From an optimization exercise on the open Yosys and OpenROAD flow, aimed at small area; shortcuts taken in it are not production practice.
Function was checked by simulation only, so behaviour that the tests miss may differ from the original.
No activity file was given, so power comes from the tool's default toggle rates.

// ex_stage
module ex_stage
#(
    parameter int XLEN = ex_stage_pkg::XLEN_DEF
) (
    input  logic            clk,
    input  logic            reset,
    input  logic [XLEN-1:0] pc_ex,
    input  logic [XLEN-1:0] rdata1_ex,
    input  logic [XLEN-1:0] rdata2_ex,
    input  logic [XLEN-1:0] imm_ex,
    input  logic [4:0]      rs1_ex,
    input  logic [4:0]      rs2_ex,
    input  logic [4:0]      rd_ex,
    input  logic [3:0]      funct_ex,
    input  logic [1:0]      aluop_ex,
    input  logic            alusrc_ex,
    input  logic            mul_ex,
    input  logic            branch_ex,
    input  logic            memread_ex,
    input  logic            memtoreg_ex,
    input  logic            memwrite_ex,
    input  logic            regwrite_ex,
    input  logic [4:0]      memwb_rd,
    input  logic            memwb_regwrite,
    input  logic [XLEN-1:0] memwb_wdata,
    input  logic            ex_flush,
    output logic [XLEN-1:0] mem_branch_tgt,
    output logic [XLEN-1:0] mem_alu_result,
    output logic [XLEN-1:0] mem_store_data,
    output logic            mem_zero,
    output logic [4:0]      mem_rd,
    output logic            mem_branch,
    output logic            mem_memread,
    output logic            mem_memtoreg,
    output logic            mem_memwrite,
    output logic            mem_regwrite,
    output logic            ex_stall
);
Settings: LEC_CHECK=0, CAP_MARGIN=10, CORE_MARGIN=2, CORE_UTILIZATION=50, CTS_BUF_LIST=sky130_fd_sc_hd__clkbuf_4, GPL_TIMING_DRIVEN=0, SETUP_SLACK_MARGIN=0.2, SLEW_MARGIN=10; clock period 9.0 ns.
standard.sh (not shown) runs the stock make flow with config.mk's settings and CLKGATE_MAP_FILE= SYNTH_SCRIPT=/design/flow/synth_recipe.tcl, a recipe that flattens the netlist after the stock synthesis.
==> flow/flow/run.sh <==
#!/bin/bash
# The standard layout (standard.sh) with these changes:
#  - synthesis maps the logic with an area-oriented ABC script (flow/area.abc);
#  - every port still gets a buffer, made from the smallest buffer cell (buf_1);
#  - clock tree synthesis adds no dummy loads.
set -euo pipefail
HERE=$(pwd)
cat flow/abc_override.tcl synth_recipe.tcl > my_synth.tcl
sed "s#SYNTH_SCRIPT=[^ ]*#SYNTH_SCRIPT=$HERE/my_synth.tcl#" standard.sh > my_standard.sh
export MY_ABC_SCRIPT=$HERE/flow/area.abc
export BUFFER_PORTS_ARGS="-buffer_cell sky130_fd_sc_hd__buf_1"
export CTS_ARGS="-sink_clustering_enable -repair_clock_nets -buf_list sky130_fd_sc_hd__clkbuf_4 -dont_use_dummy_load"
bash my_standard.sh > flow.log 2>&1
==> flow/flow/abc_override.tcl <==
# Map with flow/area.abc instead of ORFS's ABC script; everything else is the standard flow's synthesis.
proc abc {args} {
  set i [lsearch $args -script]
  if {$i >= 0} { set args [lreplace $args [expr {$i+1}] [expr {$i+1}] $::env(MY_ABC_SCRIPT)] }
  yosys abc {*}$args
}
==> flow/flow/area.abc <==
&get -n
&st
&dch
&nf -R 30
&put
topo
stime -c
The baseline produced a clean layout.
Change:
==> flow/flow/area.abc (replaced) <==
&get -n
&st
&dch
&nf -R 1000
&put
topo
stime -c
=>
- The changed run passed the timing, DRC and antenna checks
- power barely changes
- sequential power is about the same
- cell count came out higher by 3.4%
- routed wire length rose by 5.5%

* * *

run 1:
ex_stage, a different RTL version from the one above (not shown whole).
Size: about 2200 cells after synthesis, ~210 flip-flops, ~19000 µm² of cells after synthesis.
==> flow/config.mk <==
export PLATFORM = sky130hd
export DESIGN_NAME = ex_stage
export DESIGN_NICKNAME = ex_stage
export VERILOG_FILES = /design/flow/design.v
export SDC_FILE = /design/flow/constraint.sdc
export NUM_CORES = 4
export LEC_CHECK = 0
export CAP_MARGIN = 5
export CORE_MARGIN = 2
export CORE_UTILIZATION = 50
export CTS_BUF_LIST = sky130_fd_sc_hd__clkbuf_8
export GPL_TIMING_DRIVEN = 0
export SETUP_SLACK_MARGIN = 0.2
export SLEW_MARGIN = 5
==> flow/constraint.sdc <==
create_clock -name core_clock -period 9.0 [get_ports {clk}]
set_input_delay 1.8000 -clock core_clock [delete_from_list [all_inputs] [get_ports {clk}]]
set_output_delay 1.8000 -clock core_clock [all_outputs]
set_load 0.01 [all_outputs]
==> flow/flow/run.sh <==
#!/bin/bash
# The standard layout (standard.sh) with these changes:
#  - synthesis maps the logic with an area-oriented ABC script (flow/area.abc); the shifter
#    (ex_stage_shl) and forwarding (ex_stage_fwd) modules are kept apart until after mapping
#    and mapped with flow/shifter.abc (ABC's amap), then flattened like the rest;
#  - every port still gets a buffer, made from the smallest buffer cell (buf_1);
#  - clock tree synthesis uses clkbuf_8 with clusters of up to 12 sinks and adds no dummy loads.
set -euo pipefail
HERE=$(pwd)
cat flow/abc_override.tcl synth_recipe.tcl > my_synth.tcl
sed "s#SYNTH_SCRIPT=[^ ]*#SYNTH_SCRIPT=$HERE/my_synth.tcl#" standard.sh > my_standard.sh
export MY_ABC_SCRIPT=$HERE/flow/area.abc
export MY_ABC_SHL_SCRIPT=$HERE/flow/shifter.abc
export MY_AMAP_MODULES="ex_stage_shl ex_stage_fwd"
export SYNTH_KEEP_MODULES="ex_stage_shl ex_stage_fwd"
export BUFFER_PORTS_ARGS="-buffer_cell sky130_fd_sc_hd__buf_1"
export CTS_ARGS="-sink_clustering_enable -repair_clock_nets -buf_list sky130_fd_sc_hd__clkbuf_8 -dont_use_dummy_load -sink_clustering_size 12 -sink_clustering_max_diameter 60"
bash my_standard.sh > flow.log 2>&1
==> flow/flow/abc_override.tcl <==
# Map with flow/area.abc instead of ORFS's ABC script; the modules named in MY_AMAP_MODULES
# (kept apart until after mapping) are mapped on their own with flow/shifter.abc (ABC's amap).
# Everything else is the standard flow's synthesis.
proc abc {args} {
  set i [lsearch $args -script]
  set main_args [lreplace $args [expr {$i+1}] [expr {$i+1}] $::env(MY_ABC_SCRIPT)]
  set amap_args [lreplace $args [expr {$i+1}] [expr {$i+1}] $::env(MY_ABC_SHL_SCRIPT)]
  set sel {}
  foreach m $::env(MY_AMAP_MODULES) { lappend sel "*$m*" }
  yosys abc {*}$amap_args {*}$sel
  yosys abc {*}$main_args {*}$sel %n
}
==> flow/flow/area.abc <==
&get -n
&st
&dch
&nf -R 1000
&put
topo
stime -c
==> flow/flow/shifter.abc <==
strash
dch
amap
topo
stime -c
The inputs of run 2 differ from those of run 1 as listed below.
--- a/flow/flow/run.sh
+++ b/flow/flow/run.sh
@@ -5,2 +5,3 @@
 #    and mapped with flow/shifter.abc (ABC's amap), then flattened like the rest;
+#  - the resize step's repair_design also uses gain-based buffering (flow/resize_hook.tcl);
 #  - every port still gets a buffer, made from the smallest buffer cell (buf_1);
@@ -17,2 +18,4 @@
 export CTS_ARGS="-sink_clustering_enable -repair_clock_nets -buf_list sky130_fd_sc_hd__clkbuf_8 -dont_use_dummy_load -sink_clustering_size 12 -sink_clustering_max_diameter 60"
+export PRE_RESIZE_TCL=$HERE/flow/resize_hook.tcl
+export MY_BUFFER_GAIN=4
 bash my_standard.sh > flow.log 2>&1
==> flow/flow/area.abc <==
&get -n
&st
&dch
&nf -R 30
&put
topo
stime -c
==> flow/flow/resize_hook.tcl (new file) <==
# Sourced before ORFS's resize step: its repair_design also uses gain-based buffering.
proc repair_design_helper { } {
  puts "Perform buffer insertion and gate resizing..."
  set additional_args "-verbose"
  append_env_var additional_args CAP_MARGIN -cap_margin 1
  append_env_var additional_args SLEW_MARGIN -slew_margin 1
  append_env_var additional_args MATCH_CELL_FOOTPRINT -match_cell_footprint 0
  lappend additional_args -buffer_gain $::env(MY_BUFFER_GAIN)
  log_cmd repair_design {*}$additional_args
}
## What came out
- Run 2 did not make it past 3_4_place_resized, where a tool error ended it.
- Between run 2 and run 1, the fraction of synthesized area in multiplexers figures differ only marginally.
- Diff run 2..run 1 | share of the synthesized netlist area taken by xor and xnor gates | negligible
- Delta (run 2 minus run 1): synthesized flop and latch total level, synthesized area up about 0.43%, final RePlAce weighted congestion saw a decrease, die extent in y shows no meaningful change.
- The share of synthesized area occupied by flip-flops and latches was comparable across run 1 and run 2.
- In terms of compound-cell area share of the yosys netlist, run 2 and run 1 differ only marginally.
- Number of nets in the synthesized netlist was higher in run 2 than in run 1.
- As far as synthesized area per cell is concerned, run 1 and run 2 perform about the same.
Setup changes, run 2 to run 3
--- a/flow/flow/run.sh
+++ b/flow/flow/run.sh
@@ -5,3 +5,2 @@
 #    and mapped with flow/shifter.abc (ABC's amap), then flattened like the rest;
-#  - the resize step's repair_design also uses gain-based buffering (flow/resize_hook.tcl);
 #  - every port still gets a buffer, made from the smallest buffer cell (buf_1);
@@ -18,4 +17,2 @@
 export CTS_ARGS="-sink_clustering_enable -repair_clock_nets -buf_list sky130_fd_sc_hd__clkbuf_8 -dont_use_dummy_load -sink_clustering_size 12 -sink_clustering_max_diameter 60"
-export PRE_RESIZE_TCL=$HERE/flow/resize_hook.tcl
-export MY_BUFFER_GAIN=4
 bash my_standard.sh > flow.log 2>&1
--- a/flow/config.mk
+++ b/flow/config.mk
@@ -12,3 +12,3 @@
 export GPL_TIMING_DRIVEN = 0
-export SETUP_SLACK_MARGIN = 0.2
+export SETUP_SLACK_MARGIN = 0.12
 export SLEW_MARGIN = 5
removed: flow/flow/resize_hook.tcl
==> comparison <==
Number of placement rows: run 3 vs run 2, no meaningful difference. Diff run 3..run 2 | async set-or-reset flop fraction in the synthesized netlist | unchanged. Instance count of the mapped netlist came out exactly the same in run 3 and run 2. Diff run 2..run 3 | number of unique standard cell types used by synthesis | unchanged. From run 2 to run 3, register bit count reported by yosys did not move at all. On area after synthesis, run 3 and run 2 are basically level. Stage in which a tool error killed run 2: 3_4_place_resized. Run 3: full flow OK, the timing, DRC and antenna checks passed. Total of buffers placed on input and output ports: run 3 vs run 2 — no meaningful difference. In terms of number of placed I/O pins, run 3 and run 2 differ only marginally.
For run 4, these inputs were changed with respect to run 3:
--- a/flow/config.mk
+++ b/flow/config.mk
@@ -12,3 +12,3 @@
 export GPL_TIMING_DRIVEN = 0
-export SETUP_SLACK_MARGIN = 0.12
+export SETUP_SLACK_MARGIN = 0.2
 export SLEW_MARGIN = 5
- Run 4 ended with every stage complete and zero timing, DRC or antenna violations.
- Summary of run 4 over run 3: utilization shows no meaningful change; delay of the slowest cell on the worst path went up by 0.15 ns; minimum hold slack decreased 0.0045 ns.
- Run 4 vs. run 3: slack of the worst reg-to-reg path went up by 0.07 ns.
- Time the worst path needs with I/O delays and setup: run 4 lower than run 3
- Between run 3 and run 4, the difference in routed wire length is negligible.
- ~same post-layout total power in run 3 and run 4
- Run 3 -> run 4: sequential share of layout area flat
- ~same final area in run 3 and run 4

## port drivers added, routing unchanged
The flow's constraints put no driver on any port. The routed layouts listed below were extracted and timed again, unchanged, in two steps. Step 1 (the two cells are an assumption about what drives the block):
set clk [get_ports {clk}]
set_driving_cell -lib_cell sky130_fd_sc_hd__clkbuf_16 $clk
set_driving_cell -lib_cell sky130_fd_sc_hd__buf_2 [delete_from_list [all_inputs] $clk]
Step 2 also shifts input and output timing later by t, the mid clock arrival at the registers, as if the neighbouring blocks saw the same clock. Three values: no drivers, after step 1, after step 2; two values: the first two.
| run | t (ns) | setup WS [ns] | hold slack, ns | cell pins on the clock port's net |
|---|---|---|---|---|
| the first run of note 1 | 0.861 | 0.336 / 0.369 / -0.491 | 0.547 / 0.547 / 0.547 | 1 |
| the second run of note 1 | 0.851 | 0.289 / 0.312 / -0.539 | 0.546 / 0.546 / 0.546 | 1 |
| run 1 | 0.649 | 0.454 / 0.482 / -0.167 | 0.524 / 0.524 / 0.524 | 1 |
| run 3 | 0.657 | 0.395 / 0.411 / -0.246 | 0.527 / 0.527 / 0.527 | 1 |
| run 4 | 0.657 | 0.482 / 0.507 / -0.151 | 0.522 / 0.522 / 0.522 | 1 |
Met with ideal ports but missed after step 2: setup timing in every run listed. For the second run of note 1, which loses most, drivers alone change the setup slack by +0.023 ns; drivers and shift together by -0.828 ns.
